This design comes from an exercise in tuning for small area on the open sky130 flow, not from production work. In this exercise RTL edits were held to simulation tests only and were not proved equivalent to the original.

run 1:
// knob_calc_top
module knob_calc_top (
        input  logic         clk,
        input  logic         reset,
        input  logic         rot,
        input  logic [3:0]   bits,
        output logic [127:0] line1,
        output logic [127:0] line2
);
Size in the first run: ~1,600 cells after synthesis, ~600 flip-flops, about 260 I/O pins.
==> flow/config.mk <==
export PLATFORM = sky130hd
export DESIGN_NAME = knob_calc_top
export DESIGN_NICKNAME = knob_calc_top
export VERILOG_FILES = /design/flow/design.v
export SDC_FILE = /design/flow/constraint.sdc
export NUM_CORES = 4
export LEC_CHECK = 0
export CAP_MARGIN = 20
export CORE_MARGIN = 2
export CORE_UTILIZATION = 40
export GPL_TIMING_DRIVEN = 0
export SLEW_MARGIN = 20
==> flow/constraint.sdc <==
create_clock -name core_clock -period 5.0 [get_ports {clk}]
set_input_delay 1.0000 -clock core_clock [delete_from_list [all_inputs] [get_ports {clk}]]
set_output_delay 1.0000 -clock core_clock [all_outputs]
set_load 0.01 [all_outputs]
standard.sh (not shown) runs the stock make flow with config.mk's settings and CLKGATE_MAP_FILE= SYNTH_SCRIPT=/design/flow/synth_recipe.tcl, a recipe that flattens the netlist after the stock synthesis.
==> flow/flow/run.sh <==
#!/bin/bash
# Layout flow: the standard flow (standard.sh), with
#  - smaller port buffers and a clock tree without dummy loads (ORFS env knobs),
#  - the constant-0 output ports of two characters sharing one tie cell
#    (flow/ties.tcl, run on the placed design before clock tree synthesis).
# Each tool's output goes to a log file of its own in the work folder.
set -euo pipefail
W=$(pwd)
export RESULTS=$W/orfs/results/$FLOW_PLATFORM/knob_calc_top/base
export BUFFER_PORTS_ARGS="-buffer_cell sky130_fd_sc_hd__buf_1"
export CTS_ARGS="-sink_clustering_enable -repair_clock_nets -dont_use_dummy_load $(cat $W/flow/cts_args.txt)"
bash standard.sh place > $W/log_standard_place.log 2>&1
openroad -no_init -exit $W/flow/ties.tcl > $W/log_ties.log 2>&1
bash standard.sh > $W/log_standard_finish.log 2>&1
==> flow/flow/cts_args.txt <==
-sink_clustering_size 20 -sink_clustering_max_diameter 60 -buf_list sky130_fd_sc_hd__clkbuf_8
==> flow/flow/ties.tcl <==
# Let the constant-0 output ports of eight neighbouring characters share a single
# tie cell. repair_tie_fanout gives every constant port a tie cell of its own;
# here the ports line<n>[8i+k] of characters 8j to 8j+7 (n = 1, 2) are put on
# the net of one of them and the other tie cells are deleted.
read_db $::env(RESULTS)/3_place.odb
set block [ord::get_db_block]
array set keep {}
set removed 0
foreach inst [$block getInsts] {
  if {[[$inst getMaster] getName] ne "sky130_fd_sc_hd__conb_1"} { continue }
  set net [[$inst findITerm LO] getNet]
  if {$net eq "NULL"} { continue }
  set bterms [$net getBTerms]
  if {[llength $bterms] != 1 || [llength [$net getITerms]] != 1} { continue }
  set bt [lindex $bterms 0]
  if {![regexp {^(line[12])\[(\d+)\]$} [$bt getName] -> ln bit]} { continue }
  set key "$ln/[expr {$bit / 64}]"
  if {![info exists keep($key)]} {
    set keep($key) $net
    continue
  }
  $bt disconnect
  $bt connect $keep($key)
  odb::dbInst_destroy $inst
  odb::dbNet_destroy $net
  incr removed
}
puts "ties.tcl: removed $removed tie cells, [array size keep] kept"
write_db $::env(RESULTS)/3_place.odb
For run 2, these inputs were changed with respect to run 1:
Settings: clearing GPL_TIMING_DRIVEN, which used to be 0; putting ABC_AREA at 1 where nothing was set.
diff --git a/flow/flow/run.sh b/flow/flow/run.sh
--- a/flow/flow/run.sh
+++ b/flow/flow/run.sh
@@ -4 +4 @@
-#  - the constant-0 output ports of two characters sharing one tie cell
+#  - the constant-0 output ports of eight characters sharing one tie cell
Notes after the runs:
Run 2 closes out successfully: all stages finished, all timing, DRC and antenna checks passed.
Run 2: setup slack is 650 ps higher than what run 1 reported.
Going from run 1 to run 2, the number of non-clock buffers was found to have gone down by 287.
Of run 1 and run 2, run 1 shows the higher cell depth of the worst flop-to-flop path, with run 2 below it.
Diff run 1 -> run 2 | ratio of cells with drive above 1 in the final layout | decrease of 13 points
Changes in run 3 relative to run 2:
Settings: ABC_AREA removed (was 1).
==> flow/flow/cts_args.txt <==
-sink_clustering_size 36 -sink_clustering_max_diameter 80 -buf_list sky130_fd_sc_hd__clkbuf_16
Findings:
- Run 2 finished every stage and its layout cleared the timing, design-rule and antenna checks.
- Per the final summary, run 3 finished and its layout is clean on timing, DRC and antenna.
- Run 3 vs run 2 — sequential fraction of the synthesis area rose 0.58 points.
- Taking run 2 as 1.0, run 3 lands at 0.901 on fmax.
- On growth of design area from synthesis to finish, the lower figure sits with run 2, not run 3.
- Looking at global-route usage, run 3 sits 2.9 points below run 2.
- From run 2 to run 3 the numbers moved as follows: pre-CTS setup slack now smaller, adder-cell share of the synthesized area comparable.
- Run 3 has final instance count without filler cells below what run 2 had.
## Diff of input files: run 4 against run 3
Settings: swapping 40 for 65 in CORE_UTILIZATION; putting PLACE_DENSITY at 0.75 where nothing was set.
diff --git a/flow/flow/run.sh b/flow/flow/run.sh
--- a/flow/flow/run.sh
+++ b/flow/flow/run.sh
@@ -4 +4 @@
-#  - the constant-0 output ports of eight characters sharing one tie cell
+#  - the constant-0 output ports of two characters sharing one tie cell
==> flow/flow/cts_args.txt <==
-sink_clustering_size 16 -sink_clustering_max_diameter 40 -buf_list {sky130_fd_sc_hd__clkbuf_4 sky130_fd_sc_hd__clkbuf_8}
diff --git a/flow/flow/ties.tcl b/flow/flow/ties.tcl
--- a/flow/flow/ties.tcl
+++ b/flow/flow/ties.tcl
@@ -1 +1 @@
-# Let the constant-0 output ports of eight neighbouring characters share a single
+# Let the constant-0 output ports of two neighbouring characters share a single
@@ -3 +3 @@
-# here the ports line<n>[8i+k] of characters 8j to 8j+7 (n = 1, 2) are put on
+# here the ports line<n>[8i+k] of characters 2j and 2j+1 (n = 1, 2) are put on
@@ -17 +17 @@
-  set key "$ln/[expr {$bit / 64}]"
+  set key "$ln/[expr {$bit / 16}]"
Results
The fraction of the mapped netlist area in simple logic gates was comparable across run 3 and run 4. The worst hold slack number comes out lower for run 3 vs run 4. Compared run 4 vs run 3, and summed area of non-filler cells in the final layout is down in run 4. Compared with run 3, run 4 shows a lower worst setup slack.

-- separate check: timing with driven ports --
In the flow no input, the clock included, has a driving cell. The finished layouts below were timed again as built, in two steps. Step 1: set_driving_cell puts a clkbuf_16 on clk and a buf_2 on each other input, an assumption about the parent block. Step 2 adds t to the input delays and takes it off the output delays; t is the mean of the earliest and latest rising clock arrival at the registers after step 1. Input paths then give back, and output paths get back, about the clock's delay inside the block. Slacks: ideal ports / drivers / drivers and shift; pairs: ideal ports / drivers.
| run | t (ns) | slack for setup (ns) | slew at the worst register clock pin (ns) | worst slew at a driven data input, ns |
|---|---|---|---|---|
| run 1 | 0.639 | 1.106 / 1.106 / 1.106 | 0.12 / 0.12 | 0.04 |
| run 2 | 0.639 | 1.751 / 1.751 / 1.462 | 0.12 / 0.12 | 0.06 |
| run 3 | 0.613 | 1.394 / 1.394 / 1.394 | 0.12 / 0.12 | 0.03 |
| run 4 | 0.618 | 1.366 / 1.366 / 1.366 | 0.10 / 0.10 | 0.04 |
After both steps every run listed still meets setup and hold. The setup slack of run 2, which loses most, moves by 0.000 ns with the drivers and by -0.289 ns with both steps.
